This is an optimization exercise on Yosys and OpenROAD, whose aim is a short achievable clock period and few clock cycles per item, not a production implementation.
Function was checked by simulation only, so behaviour that the tests miss may differ from the original.
Power and IR drop assume default switching activity.

==> flow/design.v <==
`timescale 1ns / 1ps
package rpm_pkg;
    localparam int SAMPLE_BITS = 12;
    localparam int WIN_BITS    = 11;
    localparam int GAIN_BITS   = 24;
    localparam int CUR_BITS    = 16;
    localparam int VOLT_BITS   = 9;
    localparam int PWR_BITS    = 25;
    localparam int CFG_BITS    = 25;
    localparam int IDX_BITS    = 3;
    localparam int IQ_DEPTH    = 38;
    localparam int IQ_BITS     = 6;           
    localparam logic [2:0] OP_KEEP   = 3'b000;    
    localparam logic [2:0] OP_TOGGLE = 3'b001;    
    localparam logic [2:0] OP_OFF    = 3'b010;    
    localparam logic [2:0] OP_ON     = 3'b011;    
    localparam logic [2:0] OP_CLOSE  = 3'b100;    
endpackage
`timescale 1ns / 1ps
module rpm_front (
    input  logic        clk,
    input  logic        rst_n,
    input  logic        v0,
    input  logic [1:0]  k0,
    input  logic [11:0] smp0,
    input  logic [11:0] mid,
    input  logic [9:0]  win_m1,      
    input  logic [9:0]  win_m3,      
    input  logic        win_le2,     
    output logic        close0,      
    output logic        near_close,  
    output logic        cl4,
    output logic [23:0] lo4,
    output logic [9:0]  hi4,
    output logic        c4
);
    logic        smp_in;
    logic [10:0] cnt, cnt_next;
    logic        ge_m1;       
    logic        ge_m3;       
    assign smp_in = v0 && (k0 == 2'd0);
    assign close0 = smp_in && ge_m1;
    always_comb
    begin
        cnt_next = cnt;
        if (smp_in)
            cnt_next = close0 ? 11'd0 : cnt + 11'd1;
    end
    assign near_close = close0 ? win_le2 : ge_m3;
    function automatic logic [7:0] sq4(input logic [3:0] a);
        case (a)
            4'd0: sq4 = 8'd0;
            4'd1: sq4 = 8'd1;
            4'd2: sq4 = 8'd4;
            4'd3: sq4 = 8'd9;
            4'd4: sq4 = 8'd16;
            4'd5: sq4 = 8'd25;
            4'd6: sq4 = 8'd36;
            4'd7: sq4 = 8'd49;
            4'd8: sq4 = 8'd64;
            4'd9: sq4 = 8'd81;
            4'd10: sq4 = 8'd100;
            4'd11: sq4 = 8'd121;
            4'd12: sq4 = 8'd144;
            4'd13: sq4 = 8'd169;
            4'd14: sq4 = 8'd196;
            4'd15: sq4 = 8'd225;
            default: sq4 = 8'd0;
        endcase
    endfunction
    function automatic logic [7:0] mul4(input logic [3:0] a, input logic [3:0] b);
        case ({a, b})
            8'd0: mul4 = 8'd0;
            8'd1: mul4 = 8'd0;
            8'd2: mul4 = 8'd0;
            8'd3: mul4 = 8'd0;
            8'd4: mul4 = 8'd0;
            8'd5: mul4 = 8'd0;
            8'd6: mul4 = 8'd0;
            8'd7: mul4 = 8'd0;
            8'd8: mul4 = 8'd0;
            8'd9: mul4 = 8'd0;
            8'd10: mul4 = 8'd0;
            8'd11: mul4 = 8'd0;
            8'd12: mul4 = 8'd0;
            8'd13: mul4 = 8'd0;
            8'd14: mul4 = 8'd0;
            8'd15: mul4 = 8'd0;
            8'd16: mul4 = 8'd0;
            8'd17: mul4 = 8'd1;
            8'd18: mul4 = 8'd2;
            8'd19: mul4 = 8'd3;
            8'd20: mul4 = 8'd4;
            8'd21: mul4 = 8'd5;
            8'd22: mul4 = 8'd6;
            8'd23: mul4 = 8'd7;
            8'd24: mul4 = 8'd8;
            8'd25: mul4 = 8'd9;
            8'd26: mul4 = 8'd10;
            8'd27: mul4 = 8'd11;
            8'd28: mul4 = 8'd12;
            8'd29: mul4 = 8'd13;
            8'd30: mul4 = 8'd14;
            8'd31: mul4 = 8'd15;
            8'd32: mul4 = 8'd0;
            8'd33: mul4 = 8'd2;
            8'd34: mul4 = 8'd4;
            8'd35: mul4 = 8'd6;
            8'd36: mul4 = 8'd8;
            8'd37: mul4 = 8'd10;
            8'd38: mul4 = 8'd12;
            8'd39: mul4 = 8'd14;
            8'd40: mul4 = 8'd16;
            8'd41: mul4 = 8'd18;
            8'd42: mul4 = 8'd20;
            8'd43: mul4 = 8'd22;
            8'd44: mul4 = 8'd24;
            8'd45: mul4 = 8'd26;
            8'd46: mul4 = 8'd28;
            8'd47: mul4 = 8'd30;
            8'd48: mul4 = 8'd0;
            8'd49: mul4 = 8'd3;
            8'd50: mul4 = 8'd6;
            8'd51: mul4 = 8'd9;
            8'd52: mul4 = 8'd12;
            8'd53: mul4 = 8'd15;
            8'd54: mul4 = 8'd18;
            8'd55: mul4 = 8'd21;
            8'd56: mul4 = 8'd24;
            8'd57: mul4 = 8'd27;
            8'd58: mul4 = 8'd30;
            8'd59: mul4 = 8'd33;
            8'd60: mul4 = 8'd36;
            8'd61: mul4 = 8'd39;
            8'd62: mul4 = 8'd42;
            8'd63: mul4 = 8'd45;
            8'd64: mul4 = 8'd0;
            8'd65: mul4 = 8'd4;
            8'd66: mul4 = 8'd8;
            8'd67: mul4 = 8'd12;
            8'd68: mul4 = 8'd16;
            8'd69: mul4 = 8'd20;
            8'd70: mul4 = 8'd24;
            8'd71: mul4 = 8'd28;
            8'd72: mul4 = 8'd32;
            8'd73: mul4 = 8'd36;
            8'd74: mul4 = 8'd40;
            8'd75: mul4 = 8'd44;
            8'd76: mul4 = 8'd48;
            8'd77: mul4 = 8'd52;
            8'd78: mul4 = 8'd56;
            8'd79: mul4 = 8'd60;
            8'd80: mul4 = 8'd0;
            8'd81: mul4 = 8'd5;
            8'd82: mul4 = 8'd10;
            8'd83: mul4 = 8'd15;
            8'd84: mul4 = 8'd20;
            8'd85: mul4 = 8'd25;
            8'd86: mul4 = 8'd30;
            8'd87: mul4 = 8'd35;
            8'd88: mul4 = 8'd40;
            8'd89: mul4 = 8'd45;
            8'd90: mul4 = 8'd50;
            8'd91: mul4 = 8'd55;
            8'd92: mul4 = 8'd60;
            8'd93: mul4 = 8'd65;
            8'd94: mul4 = 8'd70;
            8'd95: mul4 = 8'd75;
            8'd96: mul4 = 8'd0;
            8'd97: mul4 = 8'd6;
            8'd98: mul4 = 8'd12;
            8'd99: mul4 = 8'd18;
            8'd100: mul4 = 8'd24;
            8'd101: mul4 = 8'd30;
            8'd102: mul4 = 8'd36;
            8'd103: mul4 = 8'd42;
            8'd104: mul4 = 8'd48;
            8'd105: mul4 = 8'd54;
            8'd106: mul4 = 8'd60;
            8'd107: mul4 = 8'd66;
            8'd108: mul4 = 8'd72;
            8'd109: mul4 = 8'd78;
            8'd110: mul4 = 8'd84;
            8'd111: mul4 = 8'd90;
            8'd112: mul4 = 8'd0;
            8'd113: mul4 = 8'd7;
            8'd114: mul4 = 8'd14;
            8'd115: mul4 = 8'd21;
            8'd116: mul4 = 8'd28;
            8'd117: mul4 = 8'd35;
            8'd118: mul4 = 8'd42;
            8'd119: mul4 = 8'd49;
            8'd120: mul4 = 8'd56;
            8'd121: mul4 = 8'd63;
            8'd122: mul4 = 8'd70;
            8'd123: mul4 = 8'd77;
            8'd124: mul4 = 8'd84;
            8'd125: mul4 = 8'd91;
            8'd126: mul4 = 8'd98;
            8'd127: mul4 = 8'd105;
            8'd128: mul4 = 8'd0;
            8'd129: mul4 = 8'd8;
            8'd130: mul4 = 8'd16;
            8'd131: mul4 = 8'd24;
            8'd132: mul4 = 8'd32;
            8'd133: mul4 = 8'd40;
            8'd134: mul4 = 8'd48;
            8'd135: mul4 = 8'd56;
            8'd136: mul4 = 8'd64;
            8'd137: mul4 = 8'd72;
            8'd138: mul4 = 8'd80;
            8'd139: mul4 = 8'd88;
            8'd140: mul4 = 8'd96;
            8'd141: mul4 = 8'd104;
            8'd142: mul4 = 8'd112;
            8'd143: mul4 = 8'd120;
            8'd144: mul4 = 8'd0;
            8'd145: mul4 = 8'd9;
            8'd146: mul4 = 8'd18;
            8'd147: mul4 = 8'd27;
            8'd148: mul4 = 8'd36;
            8'd149: mul4 = 8'd45;
            8'd150: mul4 = 8'd54;
            8'd151: mul4 = 8'd63;
            8'd152: mul4 = 8'd72;
            8'd153: mul4 = 8'd81;
            8'd154: mul4 = 8'd90;
            8'd155: mul4 = 8'd99;
            8'd156: mul4 = 8'd108;
            8'd157: mul4 = 8'd117;
            8'd158: mul4 = 8'd126;
            8'd159: mul4 = 8'd135;
            8'd160: mul4 = 8'd0;
            8'd161: mul4 = 8'd10;
            8'd162: mul4 = 8'd20;
            8'd163: mul4 = 8'd30;
            8'd164: mul4 = 8'd40;
            8'd165: mul4 = 8'd50;
            8'd166: mul4 = 8'd60;
            8'd167: mul4 = 8'd70;
            8'd168: mul4 = 8'd80;
            8'd169: mul4 = 8'd90;
            8'd170: mul4 = 8'd100;
            8'd171: mul4 = 8'd110;
            8'd172: mul4 = 8'd120;
            8'd173: mul4 = 8'd130;
            8'd174: mul4 = 8'd140;
            8'd175: mul4 = 8'd150;
            8'd176: mul4 = 8'd0;
            8'd177: mul4 = 8'd11;
            8'd178: mul4 = 8'd22;
            8'd179: mul4 = 8'd33;
            8'd180: mul4 = 8'd44;
            8'd181: mul4 = 8'd55;
            8'd182: mul4 = 8'd66;
            8'd183: mul4 = 8'd77;
            8'd184: mul4 = 8'd88;
            8'd185: mul4 = 8'd99;
            8'd186: mul4 = 8'd110;
            8'd187: mul4 = 8'd121;
            8'd188: mul4 = 8'd132;
            8'd189: mul4 = 8'd143;
            8'd190: mul4 = 8'd154;
            8'd191: mul4 = 8'd165;
            8'd192: mul4 = 8'd0;
            8'd193: mul4 = 8'd12;
            8'd194: mul4 = 8'd24;
            8'd195: mul4 = 8'd36;
            8'd196: mul4 = 8'd48;
            8'd197: mul4 = 8'd60;
            8'd198: mul4 = 8'd72;
            8'd199: mul4 = 8'd84;
            8'd200: mul4 = 8'd96;
            8'd201: mul4 = 8'd108;
            8'd202: mul4 = 8'd120;
            8'd203: mul4 = 8'd132;
            8'd204: mul4 = 8'd144;
            8'd205: mul4 = 8'd156;
            8'd206: mul4 = 8'd168;
            8'd207: mul4 = 8'd180;
            8'd208: mul4 = 8'd0;
            8'd209: mul4 = 8'd13;
            8'd210: mul4 = 8'd26;
            8'd211: mul4 = 8'd39;
            8'd212: mul4 = 8'd52;
            8'd213: mul4 = 8'd65;
            8'd214: mul4 = 8'd78;
            8'd215: mul4 = 8'd91;
            8'd216: mul4 = 8'd104;
            8'd217: mul4 = 8'd117;
            8'd218: mul4 = 8'd130;
            8'd219: mul4 = 8'd143;
            8'd220: mul4 = 8'd156;
            8'd221: mul4 = 8'd169;
            8'd222: mul4 = 8'd182;
            8'd223: mul4 = 8'd195;
            8'd224: mul4 = 8'd0;
            8'd225: mul4 = 8'd14;
            8'd226: mul4 = 8'd28;
            8'd227: mul4 = 8'd42;
            8'd228: mul4 = 8'd56;
            8'd229: mul4 = 8'd70;
            8'd230: mul4 = 8'd84;
            8'd231: mul4 = 8'd98;
            8'd232: mul4 = 8'd112;
            8'd233: mul4 = 8'd126;
            8'd234: mul4 = 8'd140;
            8'd235: mul4 = 8'd154;
            8'd236: mul4 = 8'd168;
            8'd237: mul4 = 8'd182;
            8'd238: mul4 = 8'd196;
            8'd239: mul4 = 8'd210;
            8'd240: mul4 = 8'd0;
            8'd241: mul4 = 8'd15;
            8'd242: mul4 = 8'd30;
            8'd243: mul4 = 8'd45;
            8'd244: mul4 = 8'd60;
            8'd245: mul4 = 8'd75;
            8'd246: mul4 = 8'd90;
            8'd247: mul4 = 8'd105;
            8'd248: mul4 = 8'd120;
            8'd249: mul4 = 8'd135;
            8'd250: mul4 = 8'd150;
            8'd251: mul4 = 8'd165;
            8'd252: mul4 = 8'd180;
            8'd253: mul4 = 8'd195;
            8'd254: mul4 = 8'd210;
            8'd255: mul4 = 8'd225;
            default: mul4 = 8'd0;
        endcase
    endfunction
    logic        smp1, cl1;
    logic [11:0] dev1;
    always_ff @(posedge clk or negedge rst_n)
    begin
        if (!rst_n)
        begin
            cnt   <= '0;
            ge_m1 <= 1'b0;
            ge_m3 <= 1'b0;
            smp1  <= 1'b0;
            cl1   <= 1'b0;
        end
        else
        begin
            cnt   <= cnt_next;
            ge_m1 <= (cnt_next >= {1'b0, win_m1});
            ge_m3 <= (cnt_next >= {1'b0, win_m3});
            smp1  <= smp_in;
            cl1   <= close0;
        end
    end
    always_ff @(posedge clk)
        dev1 <= (smp0 >= mid) ? (smp0 - mid) : (mid - smp0);
    logic        smp1b, cl1b;
    logic [23:0] t1;
    logic [15:0] x1;
    logic [7:0]  ac1;
    always_ff @(posedge clk or negedge rst_n)
    begin
        if (!rst_n)
        begin
            smp1b <= 1'b0;
            cl1b  <= 1'b0;
        end
        else
        begin
            smp1b <= smp1;
            cl1b  <= cl1;
        end
    end
    always_ff @(posedge clk)
    begin
        t1  <= {sq4(dev1[11:8]), sq4(dev1[7:4]), sq4(dev1[3:0])};
        x1  <= {mul4(dev1[11:8], dev1[7:4]), mul4(dev1[7:4], dev1[3:0])};
        ac1 <= mul4(dev1[11:8], dev1[3:0]);
    end
    logic        smp3, cl3;
    logic [23:0] sq3;
    always_ff @(posedge clk or negedge rst_n)
    begin
        if (!rst_n)
        begin
            smp3 <= 1'b0;
            cl3  <= 1'b0;
        end
        else
        begin
            smp3 <= smp1b;
            cl3  <= cl1b;
        end
    end
    always_ff @(posedge clk)
        sq3 <= t1 + {7'd0, ac1, 9'd0} + {3'd0, x1, 5'd0};
    logic [23:0] acc_lo;
    logic [9:0]  acc_hi;
    logic        acc_c;
    logic [24:0] lo_add;
    logic [9:0]  hi_add;
    assign lo_add = {1'b0, acc_lo} + {1'b0, sq3};
    assign hi_add = acc_hi + 10'(acc_c);
    always_ff @(posedge clk or negedge rst_n)
    begin
        if (!rst_n)
        begin
            acc_lo <= '0;
            acc_hi <= '0;
            acc_c  <= 1'b0;
            cl4    <= 1'b0;
        end
        else
        begin
            cl4 <= cl3;
            if (smp3)
            begin
                if (cl3)
                begin
                    acc_lo <= '0;
                    acc_hi <= '0;
                    acc_c  <= 1'b0;
                end
                else
                begin
                    acc_lo <= lo_add[23:0];
                    acc_hi <= hi_add;
                    acc_c  <= lo_add[24];
                end
            end
        end
    end
    always_ff @(posedge clk)
    begin
        lo4 <= lo_add[23:0];
        hi4 <= hi_add;
        c4  <= lo_add[24];
    end
endmodule
`timescale 1ns / 1ps
module rpm_queue (
    input  logic        clk,
    input  logic        rst_n,
    input  logic        push,
    input  logic [2:0]  push_op,
    input  logic        res_valid,
    input  logic [15:0] res_cur,
    input  logic [24:0] res_pwr,
    input  logic        res_over,
    output logic        take,
    output logic        m_tvalid,
    input  logic        m_tready,
    output logic        out_relay,
    output logic        out_mv,
    output logic        out_trip,
    output logic [15:0] out_cur,
    output logic [24:0] out_pwr
);
    localparam int ND = rpm_pkg::IQ_DEPTH;
    logic [2:0]              q    [ND];     
    logic [ND-1:0]           qv_r;          
    logic [ND:0]             qv;            
    logic [2:0]              h0, h1;        
    logic                    ready0, ready1;
    logic                    relay;         
    logic                    relay0, relay1;
    logic                    trip0, trip1;
    logic                    xfer;
    logic [43:0]             res0, res1;
    assign h0     = q[0];
    assign h1     = q[1];
    assign ready0 = qv[0] && (!h0[2] || res_valid);
    assign ready1 = qv[1] && (!h1[2] || res_valid);
    assign xfer   = m_tvalid && m_tready;
    assign take   = xfer && h0[2];
    always_ff @(posedge clk)
    begin
        for (int i = 0; i < ND; i++)
        begin
            if (xfer)
            begin
                if (push && qv[i] && !qv[i+1])
                    q[i] <= push_op;
                else if (i < ND - 1)
                    q[i] <= q[(i < ND - 1) ? i + 1 : i];
            end
            else if (push && !qv[i] && (i == 0 || qv[(i == 0) ? 0 : i - 1]))
                q[i] <= push_op;
        end
    end
    always_ff @(posedge clk or negedge rst_n)
    begin
        if (!rst_n)
            qv_r <= '0;
        else
        begin
            for (int i = 0; i < ND; i++)
            begin
                if (xfer)
                    qv_r[i] <= qv[i+1] || (push && qv[i] && !qv[i+1]);
                else
                    qv_r[i] <= qv[i] || (push && (i == 0 || qv[(i == 0) ? 0 : i - 1]));
            end
        end
    end
    assign qv = {1'b0, qv_r};
    function automatic logic relay_after(input logic [2:0] op, input logic r, input logic over);
        if (op[2])
            relay_after = r && !over;
        else if (op[1])
            relay_after = op[0];
        else if (op[0])
            relay_after = !r;
        else
            relay_after = r;
    endfunction
    assign relay0 = relay_after(h0, relay, res_over);
    assign relay1 = relay_after(h1, relay0, res_over);
    assign trip0  = h0[2] && res_over && relay;
    assign trip1  = h1[2] && res_over && relay0;
    assign res0 = {relay0, h0[2], trip0,
                   h0[2] ? res_cur : 16'd0,
                   h0[2] ? res_pwr : 25'd0};
    assign res1 = {relay1, h1[2], trip1,
                   h1[2] ? res_cur : 16'd0,
                   h1[2] ? res_pwr : 25'd0};
    always_ff @(posedge clk or negedge rst_n)
    begin
        if (!rst_n)
            relay <= 1'b0;
        else if (xfer)
            relay <= relay0;
    end
    always_ff @(posedge clk)
        m_tvalid <= xfer ? ready1 : ready0;
    always_ff @(posedge clk)
        {out_relay, out_mv, out_trip, out_cur, out_pwr} <= xfer ? res1 : res0;
endmodule
`timescale 1ns / 1ps
module rpm_back (
    input  logic        clk,
    input  logic        rst_n,
    input  logic [10:0] win,
    input  logic [11:0] win2,
    input  logic [11:0] win3,
    input  logic [23:0] gain,
    input  logic [15:0] noise_floor,
    input  logic [8:0]  volts,
    input  logic [10:0] volts3,      
    input  logic [24:0] limit,
    input  logic        start,
    input  logic [23:0] lo_in,
    input  logic [9:0]  hi_in,
    input  logic        c_in,
    input  logic        take,
    output logic        res_valid,
    output logic [15:0] cur,
    output logic [24:0] pwr,
    output logic        over
);
    logic [4:0]  step;
    logic        run;
    logic [33:0] dn;           
    logic [9:0]  dr;           
    logic [11:0] t;
    logic [12:0] t1, t2, t3;
    logic [17:0] srem;
    logic [16:0] root;
    logic [1:0]  qd;           
    logic [1:0]  dq;           
    logic [19:0] sx;
    logic [20:0] sd;
    logic [40:0] prod;
    logic [16:0] ph, pl;             
    logic [7:0]  ch, cl;             
    logic [1:0]  dh, dl;             
    logic [10:0] mh, ml;             
    logic [9:0]  hi_fin;
    logic [24:0] pwr_sum;
    assign hi_fin = hi_in + 10'(c_in);
    assign t  = {dr, dn[33:32]};
    assign t1 = {1'b0, t} - {2'b0, win};
    assign t2 = {1'b0, t} - {1'b0, win2};
    assign t3 = {1'b0, t} - {1'b0, win3};
    assign dh = ch[7:6];
    assign dl = cl[7:6];
    always_comb
    begin
        case (dh)
            2'd0:    mh = 11'd0;
            2'd1:    mh = 11'(volts);
            2'd2:    mh = {1'b0, volts, 1'b0};
            default: mh = volts3;
        endcase
        case (dl)
            2'd0:    ml = 11'd0;
            2'd1:    ml = 11'(volts);
            2'd2:    ml = {1'b0, volts, 1'b0};
            default: ml = volts3;
        endcase
    end
    assign qd  = !t3[12] ? 2'd3 : !t2[12] ? 2'd2 : !t1[12] ? 2'd1 : 2'd0;
    assign sx  = {srem, dq};
    assign sd  = {1'b0, sx} - {2'b0, root[15:0], 2'b01};
    assign pwr_sum = {ph, 8'd0} + 25'(pl);
    assign over    = pwr > limit;
    always_ff @(posedge clk or negedge rst_n)
    begin
        if (!rst_n)
        begin
            step      <= '0;
            run       <= 1'b0;
            res_valid <= 1'b0;
        end
        else
        begin
            if (start)
            begin
                run  <= 1'b1;
                step <= 5'd1;
            end
            else if (run)
            begin
                step <= step + 5'd1;
                if (step == 5'd25)
                    run <= 1'b0;
            end
            if (run && step == 5'd25)
                res_valid <= 1'b1;
            else if (take)
                res_valid <= 1'b0;
        end
    end
    always_ff @(posedge clk)
    begin
        if (start)
        begin
            dn   <= {1'b0, hi_fin[9] ? {33{1'b1}} : {hi_fin[8:0], lo_in}};
            dr   <= '0;
            srem <= '0;
            root <= '0;
            prod <= '0;
        end
        else
        begin
            dn <= {dn[31:0], 2'b00};
            dq <= qd;
            case (qd)
                2'd3:    dr <= t3[9:0];
                2'd2:    dr <= t2[9:0];
                2'd1:    dr <= t1[9:0];
                default: dr <= t[9:0];
            endcase
            if (step >= 5'd2 && step <= 5'd18)
            begin
                if (!sd[20])
                begin
                    srem <= sd[17:0];
                    root <= {root[15:0], 1'b1};
                end
                else
                begin
                    srem <= sx[17:0];
                    root <= {root[15:0], 1'b0};
                end
            end
            if (step >= 5'd3 && step <= 5'd19)
                prod <= {prod[39:0], 1'b0} + (root[0] ? 41'(gain) : 41'd0);
        end
        if (step == 5'd20)
        begin
            if (|prod[40:32])
                cur <= 16'hFFFF;
            else if (prod[31:16] < noise_floor)
                cur <= 16'd0;
            else
                cur <= prod[31:16];
        end
        if (step == 5'd20)
        begin
            if (|prod[40:32])
            begin
                ch <= 8'hFF;
                cl <= 8'hFF;
            end
            else if (prod[31:16] < noise_floor)
            begin
                ch <= 8'd0;
                cl <= 8'd0;
            end
            else
            begin
                ch <= prod[31:24];
                cl <= prod[23:16];
            end
            ph <= '0;
            pl <= '0;
        end
        else
        begin
            ph <= {ph[14:0], 2'b00} + 17'(mh);
            pl <= {pl[14:0], 2'b00} + 17'(ml);
            ch <= {ch[5:0], 2'b00};
            cl <= {cl[5:0], 2'b00};
        end
        if (step == 5'd25)
            pwr <= pwr_sum;
    end
endmodule
`timescale 1ns / 1ps
module rms_power_monitor_overload_trip_unit (
    input  logic                           clk,
    input  logic                           rst_n,
    input  logic                           cfg_we,
    input  logic [rpm_pkg::IDX_BITS-1:0]   cfg_index,
    input  logic [rpm_pkg::CFG_BITS-1:0]   cfg_wdata,
    input  logic                           s_tvalid,
    output logic                           s_tready,
    input  logic [15:0]                    s_tdata,    
    input  logic [1:0]                     s_tuser,    
    output logic                           m_tvalid,
    input  logic                           m_tready,
    output logic [47:0]                    m_tdata,    
    output logic                           m_tuser     
);
    localparam int IQ  = rpm_pkg::IQ_BITS;
    localparam int CAP = rpm_pkg::IQ_DEPTH;
    logic [11:0] mid;
    logic [10:0] win;
    logic [9:0]  win_m1, win_m3;
    logic        win_one, win_le2;
    logic [11:0] win2, win3;
    logic [23:0] gain;
    logic [15:0] noise_floor;
    logic [8:0]  volts;
    logic [24:0] limit;
    logic [10:0] weff;
    always_comb
    begin
        if (cfg_wdata[10:0] == 11'd0)
            weff = 11'd1;
        else if (cfg_wdata[10] && (cfg_wdata[9:0] != 10'd0))
            weff = 11'd1024;
        else
            weff = cfg_wdata[10:0];
    end
    always_ff @(posedge clk or negedge rst_n)
    begin
        if (!rst_n)
        begin
            mid         <= 12'd2047;
            win         <= 11'd100;
            gain        <= 24'd570950;
            noise_floor <= 16'd50;
            volts       <= 9'd230;
            limit       <= 25'd2500000;
        end
        else if (cfg_we)
        begin
            case (cfg_index)
                3'd0: mid         <= cfg_wdata[11:0];
                3'd1: win         <= weff;
                3'd2: gain        <= cfg_wdata[23:0];
                3'd3: noise_floor <= cfg_wdata[15:0];
                3'd4: volts       <= cfg_wdata[8:0];
                3'd5: limit       <= cfg_wdata[24:0];
                default: ;
            endcase
        end
    end
    logic [11:0] mid_q;
    logic [10:0] win_q;
    logic [23:0] gain_q;
    logic [15:0] noise_floor_q;
    logic [8:0]  volts_q;
    logic [10:0] volts3_q;
    logic [24:0] limit_q;
    always_ff @(posedge clk)
    begin
        mid_q         <= mid;
        win_q         <= win;
        gain_q        <= gain;
        noise_floor_q <= noise_floor;
        volts_q       <= volts;
        volts3_q      <= {1'b0, volts, 1'b0} + {2'b0, volts};
        limit_q       <= limit;
    end
    always_ff @(posedge clk or negedge rst_n)
    begin
        if (!rst_n)
        begin
            win_m1  <= 10'd99;
            win_m3  <= 10'd97;
            win_one <= 1'b0;
            win_le2 <= 1'b0;
            win2    <= 12'd200;
            win3    <= 12'd300;
        end
        else
        begin
            win_m1  <= 10'(win - 11'd1);
            win_m3  <= (win <= 11'd3) ? 10'd0 : 10'(win - 11'd3);
            win_one <= (win == 11'd1);
            win_le2 <= (win <= 11'd2);
            win2    <= {win, 1'b0};
            win3    <= {win, 1'b0} + {1'b0, win};
        end
    end
    logic        s_tready_r;
    logic        v0;
    logic [1:0]  k0;
    logic [11:0] smp0;
    logic        cmd0;
    logic        del_r, took_r;
    logic        cfg_we_r, cfg_we_rr;
    logic [1:0]  meas_c;
    logic [IQ:0] outst, outst_next;      
    logic [1:0]  meas, meas_next;        
    logic        close0, near_close;
    logic        room_ok, meas_ok;
    always_ff @(posedge clk)
    begin
        k0   <= s_tuser;
        smp0 <= s_tdata[11:0];
        cmd0 <= s_tdata[12];
    end
    assign outst_next = outst + (IQ+1)'(v0) - (IQ+1)'(del_r);
    assign meas_next  = meas + 2'(close0) - 2'(took_r);
    assign room_ok = (outst <= (IQ+1)'(CAP - 3));
    assign meas_c  = meas + 2'(close0);
    assign meas_ok = win_one ? ((meas_c == 2'd0) && !s_tready_r)
                             : ((meas_c == 2'd0) || ((meas_c == 2'd1) && !near_close));
    always_ff @(posedge clk or negedge rst_n)
    begin
        if (!rst_n)
        begin
            v0         <= 1'b0;
            del_r      <= 1'b0;
            took_r     <= 1'b0;
            cfg_we_r   <= 1'b0;
            cfg_we_rr  <= 1'b0;
            outst      <= '0;
            meas       <= '0;
        end
        else
        begin
            v0         <= s_tvalid && s_tready_r;
            del_r      <= m_tvalid && m_tready;
            took_r     <= take;
            cfg_we_r   <= cfg_we;
            cfg_we_rr  <= cfg_we_r;
            outst      <= outst_next;
            meas       <= meas_next;
        end
    end
    always_ff @(posedge clk)
        s_tready_r <= room_ok && meas_ok && !cfg_we && !cfg_we_r && !cfg_we_rr;
    assign s_tready = s_tready_r;
    logic        cl4, c4;
    logic [23:0] lo4;
    logic [9:0]  hi4;
    logic [2:0]  op0;
    rpm_front u_front (
        .clk        (clk),
        .rst_n      (rst_n),
        .v0         (v0),
        .k0         (k0),
        .smp0       (smp0),
        .mid        (mid_q),
        .win_m1     (win_m1),
        .win_m3     (win_m3),
        .win_le2    (win_le2),
        .close0     (close0),
        .near_close (near_close),
        .cl4        (cl4),
        .lo4        (lo4),
        .hi4        (hi4),
        .c4         (c4)
    );
    always_comb
    begin
        case (k0)
            2'd0:    op0 = close0 ? rpm_pkg::OP_CLOSE : rpm_pkg::OP_KEEP;
            2'd1:    op0 = rpm_pkg::OP_TOGGLE;
            2'd2:    op0 = cmd0 ? rpm_pkg::OP_ON : rpm_pkg::OP_OFF;
            default: op0 = rpm_pkg::OP_KEEP;
        endcase
    end
    logic        take, res_valid, res_over;
    logic [15:0] res_cur;
    logic [24:0] res_pwr;
    rpm_back u_back (
        .clk         (clk),
        .rst_n       (rst_n),
        .win         (win_q),
        .win2        (win2),
        .win3        (win3),
        .gain        (gain_q),
        .noise_floor (noise_floor_q),
        .volts       (volts_q),
        .volts3      (volts3_q),
        .limit       (limit_q),
        .start       (cl4),
        .lo_in       (lo4),
        .hi_in       (hi4),
        .c_in        (c4),
        .take        (take),
        .res_valid   (res_valid),
        .cur         (res_cur),
        .pwr         (res_pwr),
        .over        (res_over)
    );
    logic        out_relay, out_mv, out_trip;
    logic [15:0] out_cur;
    logic [24:0] out_pwr;
    rpm_queue u_queue (
        .clk       (clk),
        .rst_n     (rst_n),
        .push      (v0),
        .push_op   (op0),
        .res_valid (res_valid),
        .res_cur   (res_cur),
        .res_pwr   (res_pwr),
        .res_over  (res_over),
        .take      (take),
        .m_tvalid  (m_tvalid),
        .m_tready  (m_tready),
        .out_relay (out_relay),
        .out_mv    (out_mv),
        .out_trip  (out_trip),
        .out_cur   (out_cur),
        .out_pwr   (out_pwr)
    );
    assign m_tdata = {5'd0, out_trip, out_pwr, out_cur, out_relay};
    assign m_tuser = out_mv;
endmodule
==> flow/flow/run.sh <==
#!/bin/bash
# Standard layout, with timing repair aimed at a shorter period than the
# clock's (setup margin), so that the resizer speeds up the critical paths.
set -uo pipefail
bash standard.sh SETUP_SLACK_MARGIN=7.2 finish > standard.log 2>&1
==> flow/standard.sh <==
#!/bin/bash
# synth_recipe.tcl (not shown) runs the flow's synth.tcl, then flattens the netlist and writes it again
# the make line also repeats each setting of config.mk as NAME=value (left out here)
make -C /OpenROAD-flow-scripts/flow DESIGN_CONFIG=/design/flow/config.mk WORK_HOME=/design/flow/orfs CLKGATE_MAP_FILE= SYNTH_SCRIPT=/design/flow/synth_recipe.tcl "${@:-finish}"
==> flow/config.mk <==
export PLATFORM = sky130hd
export DESIGN_NAME = rms_power_monitor_overload_trip_unit
export DESIGN_NICKNAME = rms_power_monitor_overload_trip_unit
export VERILOG_FILES = /design/flow/design.v
export SDC_FILE = /design/flow/constraint.sdc
export NUM_CORES = 4
export LEC_CHECK = 0
export ABC_CLOCK_PERIOD_IN_PS = 2800
export CAP_MARGIN = 20
export CORE_MARGIN = 2
export CORE_UTILIZATION = 40
export CTS_CLUSTER_DIAMETER = 100
export CTS_CLUSTER_SIZE = 30
export SLEW_MARGIN = 20
==> flow/constraint.sdc <==
create_clock -name core_clock -period 10.0 [get_ports {clk}]
set_input_delay 2.0000 -clock core_clock [delete_from_list [all_inputs] [get_ports {clk}]]
set_output_delay 2.0000 -clock core_clock [all_outputs]
set_load 0.01 [all_outputs]
==> summary.md, run 1 <==
| Metric | Value |
|---|---|
| Status | finished clean |
| Fin crit share | between 30% and 40% |
| Most frequent cells in the layout | dfxtp_1, nand2_1, nor2_1, ha_1, a21oi_1 |
| RSZ-0062 raised after global routing | true |
| Hold_buf cts | 0 |
| Final worst path period need | 3.127 ns |
| Simple-gate share of the synthesized area | about an eighth |
| TritonCTS clock tree | done |
| Hold Path Sink | u_front.sq3[4] |
| FF-to-FF Start | u_back.root[0] |
| R2r setup slk | ~7.1 ns |
| Commonest non-fill, non-tap cell in the layout | dfxtp_1 |
| Leakage power total | about 22 nW |
| Yosys cell types | 94 |
| PwrDens | 226.2 nW/um^2 |
| Critical path fanouts, max | 1 |
| Setup Viol. Count Final | 0 |
| Clock skew | roughly 0.043 ns |
| Total GRT Usage | a little under a fifth |
| Worst-Skew Late Latency | 0.63 ns |
| Nets@finish | 4867 |
| Pin slew with the least headroom to its limit | ~0.93 ns |
| CP peak stage delay | 0.38 ns |
| Final hold vios | 0 |
| Hold Crit Start | u_front.t1[4] |
| Filler cells | 9800 |
| Largest family of logic cells by synthesized area | compound AO/OA/AOI/OAI gates |
| Core ar. | ~110000 sq um |
| Clock root buffer | clkbuf_16 |
| Synth area leaders | dfxtp_1, dfrtp_1, edfxtp_1, ha_1, mux2_2 |
| Post-synth top area share | a little over a fifth |
| Fmax | approximately 0.32 GHz |
| Number of port buffers | 93 |
| R2r endpoint | u_back.prod[33] |
| Syn Area/Cell | 9.910 sq um |
| Fin. max-slew vios | 0 |
| Initial Util | slightly above 40% |
| Initial DRC count | approximately 1900 |
| Slowest CP cell | dfxtp_4 |
| Non-Filler Instances | ~5900 |
| Critical path launch point type | register |
| HPWL Detailed | a little under 70 mm |
| Ys async rst share | slightly below 30% |
| Relative slew slack | a little under two fifths |
| Reg2Reg Depth | 14 |
| Initial antenna violation count | 4 |
| EDFF count, synth | ~160 |
| Inserted Clock Buffers | 38 |
| Routed wire per std cell | roughly 17 um |
| Die span in x | 332.3 um |
| Sequential element share of the synthesized area | about 47% |
| Syn Std Cell Area | about 43000 sq um |
| Synth warnings | 5 |
| Drc violations | 0 |
| Die height | roughly 330 um |
| Crit end category | output pin |
| Hold WC Path Type | reg -> reg |
| Overflow after GRT | 0 |
| Vias per cell | about 5.3 |
| H-tree levels | 2 |
| Max IR drop VDD | 0.2039 mV |
| Number of global-route vias before repair | around 30000 |
| CP arrival | 1.13 ns |
| CP Buf/Inv Count | 1 |
| Layout cell share with drive strength beyond 1 | ~22% |
| Setup TNS | 0 ns |
| Largest net degree at the start of global routing | 95 |
| Multiplexer share of the synthesized area | under 10% |
| Routed Antenna Nets | 0 |
| Post-Syn Instances | about 4400 |
| Detailed Routing Iterations Pass 1 | 5 |
| Rows | 120 |
| Routability cong. | 0.8692 |
| Global-route wire length before repair | 162.6 mm |
| Flops & latches, synth | around 870 |
| Post-Synth Adder-Cell Area | about a tenth |
| DIE AREA | about 110000 sq um |
| CTS clk-pin slew, worst paths | ~0.11 ns |
| TritonCTS Sinks | approximately 870 |
| WS Path Type | reg -> out |
| Cell Chain, Critical Path | buf_6 |
| Max Buffers Root-to-Sink | 3 |
| CP top delay family | flip-flops |
| Hold Path Cell Cnt | 0 |
| Total Power | about 12 mW |
| Cell accounting for the most synthesized area | dfxtp_1 |
| Synth Area in XOR/XNOR | about 4.2% |
| Area Overhead vs Synth | 19.05% |
| Maxcap violations | 0 |
| Compound-Gate Fraction of Synth Area | between 10% and 20% |
| Required time of the critical path | 8.00 ns |
| Routed wire length | roughly 100 mm |
| Via count | 31160 |
| Placed cell count | between 5000 and 6000 |
| IO Count | just over 100 |
| Main flop type after synthesis | dfxtp_1 |
==> Yosys cell counts (53+ instances only) <==
cell type,number
dfxtp_1,452
nand2_1,408
a21oi_1,311
ha_1,308
nor2_1,293
o21ai_0,286
inv_1,254
mux2_2,223
dfrtp_1,203
clkbuf_1,166
edfxtp_1,157
xnor2_1,141
a21o_1,102
nor2b_1,92
and2_1,78
nand3b_1,76
xor2_1,68
nand3_1,54
dfstp_2,53
==> how the worst max path moves through the flow <==
stage | to | depth (start not counted) | from
after floorplan | gain[11] | 5 | cfg_index[0]
after CTS | m_tvalid | 1 | u_queue.m_tvalid
after global placement | u_queue.q[0][0] | 5 | m_tready
after detailed placement | u_queue.q[0][0] | 5 | m_tready
after global routing | m_tvalid | 1 | u_queue.m_tvalid
final | m_tuser | 1 | u_queue.out_mv
==> registers in the layout, indices dropped and copies added (netlist names), 16 cells and up <==
register	flops
gain	24
gain_q	24
limit	25
limit_q	25
noise_floor	16
noise_floor_q	16
u_back.cur	16
u_back.dn	34
u_back.ph	17
u_back.pl	17
u_back.prod	41
u_back.pwr	25
u_back.root	16
u_back.srem	18
u_front.acc_lo	24
u_front.lo4	24
u_front.sq3	23
u_front.t1	21
u_front.x1	16
u_queue.out_cur	16
u_queue.out_pwr	25
u_queue.q	114
u_queue.qv_r	38
==> routing by layer <==
metal	up-vias	track usage, %	share of wire [%]
li1	15460	-	-
met1	15050	25.43	48
met2	528	29.37	46
met3	113	2.157	3.7
met4	6	4.400	2.0
met5	-	0	0.032
==> kinds of logic after synthesis <==
family                   after synthesis
AO/OA/AOI/OAI                       1039
AND/OR/NAND/NOR                     1195
other                                  1
buffers and inverters                463
flip-flops                           865
XOR/XNOR                             209
multiplexers                         250
adder cells (fa/ha/maj)              329
==> through the flow <==
stage / worst slack (ns) / utilization [%] / instance area [sq um] / hold WS [ns]
after floorplan: 6.843 / - / 45000 / 0.3096
after global placement: 4.666 / 43.77 / 46860 / 0.3144
after detailed placement: 4.643 / 43.79 / 46880 / 0.3121
after CTS: 6.815 / 46.56 / 49850 / 0.3182
after global routing: 6.821 / 47.94 / 51330 / 0.3190
final: 6.873 / 47.95 / 51330 / 0.3165
==> cell type report <==
type | instances | area, sq um | share of cell area (%)
multi-input cells | 3030 | 24060 | 46.88
flip-flops and latches | 865 | 20350 | 39.64
repair buffers | 294 | 2838 | 5.528
well taps | 1403 | 1755 | 3.420
clock buffers | 58 | 1104 | 2.150
inverters | 257 | 1013 | 1.974
clock inverters | 12 | 170.2 | 0.3315
repair inverters | 2 | 32.53 | 0.06337
diodes | 3 | 7.507 | 0.01462
==> power by group <==
part	internal (mW)	switching [mW]	total [mW]
Clock	0.815	1.17	1.99
Sequential	4.25	0.318	4.57
Combinational	2.23	2.83	5.06
==> what timing repair did <==
item                                    in CTS  in global routing
setup buffers                               95                 58
endpoints found under the setup margin     627                232
pin swaps                                  129                130
resized for setup                          461                217
cloned                                       9                  3
Testbench counts, summed over its fixed seeds: cycles 19,766, items 19,510.
==> run 2, diff against run 1 <==
--- a/flow/design.v
+++ b/flow/design.v
@@ -580,8 +580,30 @@
     assign t1 = {1'b0, t} - {2'b0, win};
     assign t2 = {1'b0, t} - {1'b0, win2};
     assign t3 = {1'b0, t} - {1'b0, win3};
+    logic [15:0] cur_c;
+    always_comb
+    begin
+        if (|prod[40:32])
+            cur_c = 16'hFFFF;
+        else if (prod[31:16] < noise_floor)
+            cur_c = 16'd0;
+        else
+            cur_c = prod[31:16];
+    end
+    logic [10:0] mh0, ml0;
     assign dh = ch[7:6];
     assign dl = cl[7:6];
+    function automatic logic [10:0] vmul(input logic [1:0] d, input logic [8:0] v,
+                                         input logic [10:0] v3);
+        case (d)
+            2'd0:    vmul = 11'd0;
+            2'd1:    vmul = 11'(v);
+            2'd2:    vmul = {1'b0, v, 1'b0};
+            default: vmul = v3;
+        endcase
+    endfunction
+    assign mh0 = vmul(cur_c[15:14], volts, volts3);
+    assign ml0 = vmul(cur_c[7:6], volts, volts3);
     always_comb
     begin
         case (dh)
@@ -620,10 +642,10 @@
             else if (run)
             begin
                 step <= step + 5'd1;
-                if (step == 5'd25)
+                if (step == 5'd24)
                     run <= 1'b0;
             end
-            if (run && step == 5'd25)
+            if (run && step == 5'd24)
                 res_valid <= 1'b1;
             else if (take)
                 res_valid <= 1'b0;
@@ -667,32 +689,11 @@
         end
         if (step == 5'd20)
         begin
-            if (|prod[40:32])
-                cur <= 16'hFFFF;
-            else if (prod[31:16] < noise_floor)
-                cur <= 16'd0;
-            else
-                cur <= prod[31:16];
-        end
-        if (step == 5'd20)
-        begin
-            if (|prod[40:32])
-            begin
-                ch <= 8'hFF;
-                cl <= 8'hFF;
-            end
-            else if (prod[31:16] < noise_floor)
-            begin
-                ch <= 8'd0;
-                cl <= 8'd0;
-            end
-            else
-            begin
-                ch <= prod[31:24];
-                cl <= prod[23:16];
-            end
-            ph <= '0;
-            pl <= '0;
+            cur <= cur_c;
+            ch  <= {cur_c[13:8], 2'b00};
+            cl  <= {cur_c[5:0], 2'b00};
+            ph  <= 17'(mh0);
+            pl  <= 17'(ml0);
         end
         else
         begin
@@ -701,7 +702,7 @@
             ch <= {ch[5:0], 2'b00};
             cl <= {cl[5:0], 2'b00};
         end
-        if (step == 5'd25)
+        if (step == 5'd24)
             pwr <= pwr_sum;
     end
 endmodule
--- a/flow/config.mk
+++ b/flow/config.mk
@@ -9,6 +9,6 @@
 export CAP_MARGIN = 20
 export CORE_MARGIN = 2
 export CORE_UTILIZATION = 40
-export CTS_CLUSTER_DIAMETER = 100
-export CTS_CLUSTER_SIZE = 30
+export CTS_CLUSTER_DIAMETER = 120
+export CTS_CLUSTER_SIZE = 24
 export SLEW_MARGIN = 20
==> run 2 against run 1 <==
Synthesized cell count rose by 2.4%. Still clean. Register-to-register slack got worse by 0.14 ns. Cell count rose by 1.4%. Global-route usage rose by 1.1 points. Critical path type unchanged. Total power rose by 0.25%. Die area rose by 1.2%. Wire length rose by 6.2%. Sequential power barely moved. Count of clock-buffer cells in the layout rose by 15. Maximum frequency fell by 1.3%.
==> summary.md, run 2 <==
| Metric | Value |
|---|---|
| Status | finished clean (unchanged) |
| Via count | 32270 (was 31160) |
| Vias per cell | 5.369 (was 5.260) |
| RSZ-0062 raised after global routing | true (unchanged) |
| Setup Viol. Count Final | 0 (unchanged) |
| Hold WC Path Type | reg -> reg (unchanged) |
| Routability cong. | 0.8450 (was 0.8692) |
| Number of port buffers | 93 (unchanged) |
| Hold Path Cell Cnt | 0 (unchanged) |
| Die span in x | 334.3 um (was 332.3 um) |
| Top Registers | u_queue.q (114), u_back.prod (41), u_queue.qv_r (38) (unchanged) |
| Cell accounting for the most synthesized area | dfxtp_1 (unchanged) |
| Setup TNS | 0 ns (unchanged) |
| Post-Route Utilization | 47.41% (was 47.95%) |
| Die height | 334.3 um (was 332.3 um) |
| Detailed Routing Iterations Pass 1 | 5 (unchanged) |
| Fin crit share | 31.68% (was 31.27%) |
| Clock skew | 0.03225 ns (was 0.04255 ns) |
| Yosys cell types | 89 (was 94) |
| Syn Area/Cell | 9.797 sq um (was 9.910 sq um) |
| Largest Register | u_queue.q (unchanged) |
| Pin slew with the least headroom to its limit | 1.033 ns (was 0.9336 ns) |
| Final hold vios | 0 (unchanged) |
| H-tree levels | 2 (unchanged) |
| Filler cells | 9908 (was 9800) |
| Critical path fanouts, max | 2 (was 1) |
| Sequential element share of the synthesized area | 46.19% (was 46.93%) |
| HPWL Detailed | 68.85 mm (was 67.66 mm) |
| CP top delay family | flip-flops (unchanged) |
| Final worst path period need | 3.168 ns (was 3.127 ns) |
| Post-Syn Instances | 4454 (was 4351) |
| Max Buffers Root-to-Sink | 3 (unchanged) |
| Total GRT Usage | 19.14% (was 18.02%) |
| Routed wire length | 109.2 mm (was 102.9 mm) |
| DIE AREA | 111700 sq um (was 110400 sq um) |
| Reg2Reg Depth | 15 (was 14) |
| Rows | 121 (was 120) |
| Met2 Usage GRT | 31.34% (was 29.37%) |
| Largest net degree at the start of global routing | 89 (was 95) |
| Global route hottest layer | met2 (unchanged) |
| Layout cell share with drive strength beyond 1 | 21.31% (was 22.20%) |
| Ys async rst share | 29.73% (was 29.60%) |
| Initial antenna violation count | 3 (was 4) |
| Global-route wire length before repair | 173.5 mm (was 162.6 mm) |
| Cell Chain, Critical Path | buf_6 (unchanged) |
| Post-Place Setup Slack | 5.312 ns (was 4.643 ns) |
| Met3 GRT Util | 2.012% (was 2.157%) |
| Core ar. | 108600 sq um (was 107100 sq um) |
| Multi-input gate area | 24220 sq um (was 24060 sq um) |
| EDFF count, synth | 157 (unchanged) |
| Most common cell in the netlist | dfxtp_1 (unchanged) |
| Initial Util | 40.20% (was 40.28%) |
| Flops & latches, synth | 861 (was 865) |
| Fin. max-slew vios | 0 (unchanged) |
| Syn Std Cell Area | 43640 sq um (was 43120 sq um) |
| TritonCTS Sinks | 861 (was 865) |
| Post-synth top area share | 20.55% (was 20.98%) |
| Relative slew slack | 30.93% (was 37.76%) |
| Critical path launch point type | register (unchanged) |
| Post-synth top cells | dfxtp_1, nand2_1, a21oi_1 (unchanged) |
| Overflow after GRT | 0 (unchanged) |
| Routed Antenna Nets | 0 (unchanged) |
| Number of global-route vias before repair | 31360 (was 29880) |
| Nets@finish | 4939 (was 4867) |
| Area Overhead vs Synth | 17.94% (was 19.05%) |
| Commonest non-fill, non-tap cell in the layout | nand2_1 (was dfxtp_1) |
| PwrDens | 226.2 nW/um^2 (about the same) |
| Maxcap violations | 0 (unchanged) |
| Leakage power total | 22.15 nW (was 21.94 nW) |
| Hold_buf cts | 0 (unchanged) |
| CP arrival | 1.17 ns (was 1.13 ns) |
| WS Path Type | reg -> out (unchanged) |
| Fmax | 0.3157 GHz (was 0.3198 GHz) |
| Main flop type after synthesis | dfxtp_1 (unchanged) |
| Area after DPL | 46830 sq um (was 46880 sq um) |
| Crit end category | output pin (unchanged) |
| Finished Cell Area | 51460 sq um (was 51330 sq um) |
| CTS clk-pin slew, worst paths | 0.09 ns (was 0.11 ns) |
| Routed wire per std cell | 18.18 um (was 17.37 um) |
| Synth warnings | 5 (unchanged) |
| CP peak stage delay | 0.41 ns (was 0.38 ns) |
| WP depth | 1 (unchanged) |
| IO Count | 102 (unchanged) |
| Max IR drop VDD | 0.1528 mV (was 0.2039 mV) |
| Register area | 20280 sq um (was 20350 sq um) |
| Inserted Clock Buffers | 42 (was 38) |
| Grt met1 use | 27.08% (was 25.43%) |
| Most frequent cells in the layout | nand2_1, dfxtp_1, nor2_1, a21oi_1, ha_1 (was dfxtp_1, nand2_1, nor2_1, ha_1, a21oi_1) |
| Worst-Skew Late Latency | 0.66 ns (was 0.63 ns) |
| Max reg flops | 114 (unchanged) |
| Required time of the critical path | 8.00 ns (about the same) |
| Diode count | 0 (was 3) |
| Initial DRC count | 2069 (was 1884) |
| CP Buf/Inv Count | 1 (unchanged) |
| Clock root buffer | clkbuf_16 (unchanged) |
| Slowest CP cell | dfxtp_4 (unchanged) |
| Drc violations | 0 (unchanged) |
| Synth area leaders | dfxtp_1, dfrtp_1, edfxtp_1, ha_1, mux2_2 (unchanged) |
| TritonCTS clock tree | done (unchanged) |
| Worst setup margin | 6.832 ns (was 6.873 ns) |
run 2: repair_timing:
item	CTS	global route
hold endpoints to repair	0	0
pin swaps	86	134
cloned	19	7
buffers inserted	81	49
resized for setup	498	237
endpoints found under the setup margin	702	302
run 2: per-layer routing:
metal / vias up / share of wire, % / routed length [um]
met5: - / 0.010 / 11
met4: 2 / 2.1 / 2292
met3: 147 / 3.6 / 3966
met2: 608 / 46 / 50310
met1: 15730 / 48 / 52650
li1: 15780 / - / -
run 2: worst paths after layout:
kind | startpoint | to | slack (ns)
setup / recovery | s_tready_r | s_tready | 6.83
hold / removal | u_front.t1[2] | u_front.sq3[2] | 0.34
setup reg to reg | v0 | u_front.ge_m1 | 6.92
hold reg to reg | u_front.t1[2] | u_front.sq3[2] | 0.34
max in group asynchronous | rst_n | limit[21] | 7.41
min in group asynchronous | rst_n | win2[5] | 1.36
run 2: cells by family after synthesis:
logic type	share of synthesized area, %
xor+xnor	4.195
simple gates	14.13
flops	46.19
fa+ha+maj	9.743
buf+inv	4.350
compound gates	14.93
other cells	0.008594
mux	6.452
run 2: through the flow:
step                      total power [mW]  hold slack [ns]  std cells
after global routing                 12.49           0.3530       6009
after floorplan                      8.127           0.3096       4458
final                                11.64           0.3365       6009
after detailed placement             9.142           0.3198       5774
after global placement               9.082           0.3133       5774
after CTS                            11.43           0.3403       5952
run 2: where the power goes:
part / internal, mW / leakage [nW] / switching [mW]
sequential: 4.23 / 8.36 / 0.359
combinational: 2.21 / 13.2 / 2.85
clock: 0.831 / 0.591 / 1.15
total: 7.28 / 22.1 / 4.36
run 2: area by class of cell:
class	count	area share (%)
flip-flops and latches	861	39.40
inverters	259	1.957
well taps	1414	3.438
clock inverters	5	0.1191
repair inverters	4	0.09239
multi-input cells	3112	47.07
repair buffers	281	5.616
clock buffers	73	2.310
Testbench counts of run 2, summed over its fixed seeds: cycles 19,758, items 19,510.
==> run 3, diff against run 2 <==
--- a/flow/design.v
+++ b/flow/design.v
@@ -580,30 +580,8 @@
     assign t1 = {1'b0, t} - {2'b0, win};
     assign t2 = {1'b0, t} - {1'b0, win2};
     assign t3 = {1'b0, t} - {1'b0, win3};
-    logic [15:0] cur_c;
-    always_comb
-    begin
-        if (|prod[40:32])
-            cur_c = 16'hFFFF;
-        else if (prod[31:16] < noise_floor)
-            cur_c = 16'd0;
-        else
-            cur_c = prod[31:16];
-    end
-    logic [10:0] mh0, ml0;
     assign dh = ch[7:6];
     assign dl = cl[7:6];
-    function automatic logic [10:0] vmul(input logic [1:0] d, input logic [8:0] v,
-                                         input logic [10:0] v3);
-        case (d)
-            2'd0:    vmul = 11'd0;
-            2'd1:    vmul = 11'(v);
-            2'd2:    vmul = {1'b0, v, 1'b0};
-            default: vmul = v3;
-        endcase
-    endfunction
-    assign mh0 = vmul(cur_c[15:14], volts, volts3);
-    assign ml0 = vmul(cur_c[7:6], volts, volts3);
     always_comb
     begin
         case (dh)
@@ -642,10 +620,10 @@
             else if (run)
             begin
                 step <= step + 5'd1;
-                if (step == 5'd24)
+                if (step == 5'd25)
                     run <= 1'b0;
             end
-            if (run && step == 5'd24)
+            if (run && step == 5'd25)
                 res_valid <= 1'b1;
             else if (take)
                 res_valid <= 1'b0;
@@ -689,11 +667,32 @@
         end
         if (step == 5'd20)
         begin
-            cur <= cur_c;
-            ch  <= {cur_c[13:8], 2'b00};
-            cl  <= {cur_c[5:0], 2'b00};
-            ph  <= 17'(mh0);
-            pl  <= 17'(ml0);
+            if (|prod[40:32])
+                cur <= 16'hFFFF;
+            else if (prod[31:16] < noise_floor)
+                cur <= 16'd0;
+            else
+                cur <= prod[31:16];
+        end
+        if (step == 5'd20)
+        begin
+            if (|prod[40:32])
+            begin
+                ch <= 8'hFF;
+                cl <= 8'hFF;
+            end
+            else if (prod[31:16] < noise_floor)
+            begin
+                ch <= 8'd0;
+                cl <= 8'd0;
+            end
+            else
+            begin
+                ch <= prod[31:24];
+                cl <= prod[23:16];
+            end
+            ph <= '0;
+            pl <= '0;
         end
         else
         begin
@@ -702,7 +701,7 @@
             ch <= {ch[5:0], 2'b00};
             cl <= {cl[5:0], 2'b00};
         end
-        if (step == 5'd24)
+        if (step == 5'd25)
             pwr <= pwr_sum;
     end
 endmodule
==> flow/flow/run.sh (replaced) <==
#!/bin/bash
# Standard layout, with timing repair aimed at a shorter period than the
# clock's (setup margin), so that the resizer speeds up the critical paths.
# After placement, the flip-flops that drive output ports are moved next to
# their output buffers (and the placement legalized) before clock tree
# synthesis and routing.
set -uo pipefail
bash standard.sh SETUP_SLACK_MARGIN=7.2 synth floorplan place > standard_place.log 2>&1 || exit 1
PLACE_ODB=orfs/results/${FLOW_PLATFORM}/rms_power_monitor_overload_trip_unit/base/3_place.odb \
  openroad -no_init -exit flow/move_out_ffs.tcl > move_out_ffs.log 2>&1 || exit 1
bash standard.sh SETUP_SLACK_MARGIN=7.2 finish > standard_finish.log 2>&1
==> flow/flow/move_out_ffs.tcl (new file) <==
# Moves each flip-flop that drives an output port's buffer next to that
# buffer, then legalizes the placement. Reads and rewrites the placed design.
set odb $::env(PLACE_ODB)
read_db $odb
set block [ord::get_db_block]
set moved 0
foreach bterm [$block getBTerms] {
  if {[$bterm getIoType] ne "OUTPUT"} { continue }
  set net [$bterm getNet]
  if {$net eq "NULL"} { continue }
  # the output buffer: the instance driving the port's net
  set buf ""
  foreach it [$net getITerms] {
    if {[$it isOutputSignal]} { set buf [$it getInst] }
  }
  if {$buf eq ""} { continue }
  # the flip-flop driving the buffer's input
  set in_net ""
  foreach it [$buf getITerms] {
    if {[$it isInputSignal] && [$it getNet] ne "NULL"} { set in_net [$it getNet] }
  }
  if {$in_net eq ""} { continue }
  set ff ""
  foreach it [$in_net getITerms] {
    if {[$it isOutputSignal]} { set ff [$it getInst] }
  }
  if {$ff eq ""} { continue }
  if {![string match "*df*" [[$ff getMaster] getName]]} { continue }
  set loc [$buf getLocation]
  $ff setLocation [lindex $loc 0] [lindex $loc 1]
  incr moved
}
puts "moved $moved flip-flops next to their output buffers"
detailed_placement
check_placement -verbose
write_db $odb
==> run 3 against run 2 <==
Maximum frequency is 0.94% higher. Cell area decreased by 0.17%. Cell count is 1.2% lower. Count of clock-buffer cells in the layout shrank 1. Sequential power is essentially flat. Critical path type unchanged. Critical path depth unchanged. Clock skew fell by 0.0055 ns. Die area fell by 1.2%. Wire length shrank 4.6%. First-iteration DRC count is 3.9% lower. Combinational power increased by 0.8%.
==> summary.md, run 3 <==
| Metric | Value |
|---|---|
| TritonCTS clock tree | done (unchanged) |
| PwrDens | 227.0 nW/um^2 (was 226.2 nW/um^2) |
| Overflow after GRT | 0 (unchanged) |
| Finished Cell Area | 51380 sq um (was 51460 sq um) |
| IO Count | 102 (unchanged) |
| Die height | 332.3 um (was 334.3 um) |
| Relative slew slack | 37.53% (was 30.93%) |
| Synth area leaders | dfxtp_1, dfrtp_1, edfxtp_1, ha_1, mux2_2 (unchanged) |
| Die span in x | 332.3 um (was 334.3 um) |
| Sequential share of power | 39.1% (was 39.5%) |
| Cell Int Power | 7.313 mW (was 7.280 mW) |
| Top Registers | u_queue.q (114), u_back.prod (41), u_queue.qv_r (38) (unchanged) |
| RSZ-0062 raised after global routing | true (unchanged) |
| Cell Chain, Critical Path | buf_6 (unchanged) |
| Main flop type after synthesis | dfxtp_1 (unchanged) |
| Inserted Clock Buffers | 42 (unchanged) |
| Hold WC Path Type | reg -> reg (unchanged) |
| Layout cell share with drive strength beyond 1 | 22.28% (was 21.31%) |
| Syn Area/Cell | 9.910 sq um (was 9.797 sq um) |
| Drc violations | 0 (unchanged) |
| Fin crit share | 31.38% (was 31.68%) |
| Met2 WL post-DR | 48.10 mm (was 50.31 mm) |
| Slowest CP cell | dfxtp_4 (unchanged) |
| Combinational fraction of design power | 43.8% (was 43.6%) |
| Simple-gate share of the synthesized area | 13.27% (was 14.13%) |
| Post-synth top area share | 20.98% (was 20.55%) |
| Syn Std Cell Area | 43120 sq um (was 43640 sq um) |
| TritonCTS Sinks | 865 (was 861) |
| Nets@finish | 4880 (was 4939) |
| Worst-Skew Late Latency | 0.65 ns (was 0.66 ns) |
| CTS clk-pin slew, worst paths | 0.10 ns (was 0.09 ns) |
| Total Power | 11.66 mW (was 11.64 mW) |
| Maxcap violations | 0 (unchanged) |
| CP peak stage delay | 0.36 ns (was 0.41 ns) |
| Crit end category | output pin (unchanged) |
| EDFF count, synth | 157 (unchanged) |
| Origin of the worst setup path | s_tready_r (unchanged) |
| Synth Area in XOR/XNOR | 4.245% (was 4.195%) |
| Clock skew | 0.02673 ns (was 0.03225 ns) |
| Clock share of power | 17.1% (was 17.0%) |
| Detailed Routing Iterations Pass 1 | 6 (was 5) |
| Max reg flops | 114 (unchanged) |
| Psw | 4.349 mW (was 4.360 mW) |
| Routed wire per std cell | 17.55 um (was 18.18 um) |
| DIE AREA | 110400 sq um (was 111700 sq um) |
| Fmax | 0.3187 GHz (was 0.3157 GHz) |
| Rows | 120 (was 121) |
| CP Buf/Inv Count | 1 (unchanged) |
| Largest net degree at the start of global routing | 95 (was 89) |
| Most frequent cells in the layout | dfxtp_1, nand2_1, nor2_1, ha_1, a21oi_1 (was nand2_1, dfxtp_1, nor2_1, a21oi_1, ha_1) |
| Vias per cell | 5.265 (was 5.369) |
| Routed Antenna Nets | 0 (unchanged) |
| Sw frac | 37.29% (was 37.46%) |
| Worst setup margin | 6.862 ns (was 6.832 ns) |
| Post-Place Setup Slack | 4.643 ns (was 5.312 ns) |
| HPWL Detailed | 67.66 mm (was 68.85 mm) |
| Flops & latches, synth | 865 (was 861) |
| Clock root buffer | clkbuf_16 (unchanged) |
| Core ar. | 107100 sq um (was 108600 sq um) |
| Sequential element share of the synthesized area | 46.93% (was 46.19%) |
| Hold Crit Start | u_front.t1[4] (was u_front.t1[2]) |
| WS Path Type | reg -> out (unchanged) |
| Pin slew with the least headroom to its limit | 0.9371 ns (was 1.033 ns) |
| Multiplexer share of the synthesized area | 6.479% (was 6.452%) |
| Ys async rst share | 29.60% (was 29.73%) |
| Initial DRC count | 1989 (was 2069) |
| WL met1 | 50.11 mm (was 52.65 mm) |
| Routability cong. | 0.8692 (was 0.8450) |
| Routed wire length | 104.2 mm (was 109.2 mm) |
| Setup TNS | 0 ns (unchanged) |
| Top sig layer | met5 (unchanged) |
| CP top delay family | flip-flops (unchanged) |
| Global-route wire length before repair | 164.5 mm (was 173.5 mm) |
| Final worst path period need | 3.138 ns (was 3.168 ns) |
| Filler cells | 9811 (was 9908) |
| Post-Syn Instances | 4351 (was 4454) |
| Number of port buffers | 93 (unchanged) |
| Leakage power total | 21.95 nW (was 22.15 nW) |
| Required time of the critical path | 8.00 ns (about the same) |
| Max Buffers Root-to-Sink | 3 (unchanged) |
| Synth warnings | 5 (unchanged) |
| Initial Util | 40.28% (was 40.20%) |
| Multi-input gate area | 24110 sq um (was 24220 sq um) |
| Status | finished clean (unchanged) |
| Area after DPL | 46880 sq um (was 46830 sq um) |
| H-tree levels | 2 (unchanged) |
| Via count | 31260 (was 32270) |
| Largest family of logic cells by synthesized area | compound AO/OA/AOI/OAI gates (unchanged) |
| Initial antenna violation count | 4 (was 3) |
| Largest Register | u_queue.q (unchanged) |
| Register area | 20330 sq um (was 20280 sq um) |
| Critical path launch point type | register (unchanged) |
| Area Overhead vs Synth | 19.15% (was 17.94%) |
| Cell accounting for the most synthesized area | dfxtp_1 (unchanged) |
| Critical path fanouts, max | 2 (unchanged) |
| Most common cell in the netlist | dfxtp_1 (unchanged) |
| Total GRT Usage | 18.30% (was 19.14%) |
| FF-to-FF Start | u_back.root[0] (was v0) |
| Compound-Gate Fraction of Synth Area | 15.06% (was 14.93%) |
| Post-synth top cells | dfxtp_1, nand2_1, a21oi_1 (unchanged) |
| Post-Synth Adder-Cell Area | 9.889% (was 9.743%) |
| Commonest non-fill, non-tap cell in the layout | dfxtp_1 (was nand2_1) |
| Setup Viol. Count Final | 0 (unchanged) |
| CP arrival | 1.14 ns (was 1.17 ns) |
| Max IR drop VDD | 0.1761 mV (was 0.1528 mV) |
| Yosys cell types | 94 (was 89) |
| Met3 wire len | 4.099 mm (was 3.966 mm) |
| Number of global-route vias before repair | 30030 (was 31360) |
| Fin. max-slew vios | 0 (unchanged) |
| Final hold vios | 0 (unchanged) |
## run 3: cell types whose count changed in the layout (fill, tap and decap cells not counted), moves of 20 or more
cell,previous run,this run
nand2_1,402,327
buf_4,120,163
o21ai_1,15,57
o21ai_0,245,219
a21o_1,79,101
nand2_8,16,37
a21oi_1,278,258
a31o_2,27,7
## run 3: cell families after synthesis
| kind of cell | after synthesis |
|---|---|
| XOR/XNOR | 209 |
| other | 1 |
| AND/OR/NAND/NOR | 1195 |
| adder cells (fa/ha/maj) | 329 |
| buffers and inverters | 463 |
| AO/OA/AOI/OAI | 1039 |
| multiplexers | 250 |
| flip-flops | 865 |
## run 3: routing by layer
metal  vias to the layer above  GRT usage (%)
li1                      15500              -
met1                     15100          25.87
met2                       550          29.69
met3                       113          2.250
met4                         6          4.536
met5                         -              0
## run 3: worst paths after layout
check                                  endpoint  slack (ns)  depth (start not counted)
worst min register to register   u_front.sq3[4]        0.33                          0
worst min-delay path             u_front.sq3[4]        0.33                          0
worst max-delay path                   s_tready        6.86                          1
min in group asynchronous             limit[24]        1.32                          1
max in group asynchronous                    v0        7.56                          2
worst max register to register  u_back.prod[33]        7.02                         14
## run 3: layout make-up
type | instances | area share [%]
clock inverter | 5 | 0.1753
tap | 1403 | 3.417
clock buffer | 72 | 2.265
inverter | 257 | 1.980
timing repair buffer | 301 | 5.548
antenna | 1 | 0.004871
sequential | 865 | 39.58
timing repair inverter | 4 | 0.1047
multi-input combinational | 3030 | 46.93
## run 3: timing repair
action | CTS | global route
hold buffers | 0 | 0
resized for setup | 423 | 243
pin swaps | 121 | 143
cloned | 10 | 2
buffers inserted | 93 | 69
endpoints found under the setup margin | 627 | 243
## run 3: through the flow
| stage | hold slack [ns] | util (%) | cells |
|---|---|---|---|
| after floorplan | 0.3096 | - | 4355 |
| after global placement | 0.3144 | 43.77 | 5683 |
| after detailed placement | 0.3121 | 43.79 | 5684 |
| after CTS | 0.3356 | 46.52 | 5864 |
| after global routing | 0.3482 | 47.99 | 5937 |
| final | 0.3332 | 47.99 | 5938 |
## run 3: power groups by stage
stage          logic, mW  registers (mW)  clock network [mW]
6_report            5.11            4.56                1.99
5_1_grt             5.67            4.63                2.19
4_1_cts             4.77            4.55                2.06
3_5_place_dp        4.40            4.63                   0
3_3_place_gp        4.35            4.62                   0
2_1_floorplan       3.52            4.53                   0
Testbench counts of run 3, summed over its fixed seeds: cycles 19,766, items 19,510.

## what the ideal ports hide
In the flow no input, the clock included, has a driving cell. The finished layouts below were timed again as built, in two steps. Step 1 assumes that a clkbuf_16 drives the clock port and a buf_2 every other input. Step 2 also shifts input and output timing later by t, the mid clock arrival at the registers, as if the neighbouring blocks saw the same clock. Three values: ideal, step 1, step 2; two values: the first two.
run | shift t [ns] | slack for setup (ns) | worst data-port slew with drivers (ns) | cell pins on the clock port's net
run 1 | 0.674 | 6.873 / 6.809 / 6.480 | 0.17 | 1
run 2 | 0.701 | 6.832 / 6.763 / 6.503 | 0.06 | 1
run 3 | 0.712 | 6.862 / 6.795 / 6.460 | 0.19 | 1
After both steps setup and hold are still met in every run listed. The setup slack of run 3, which loses most, moves by -0.067 ns with the drivers and by -0.402 ns with both steps.
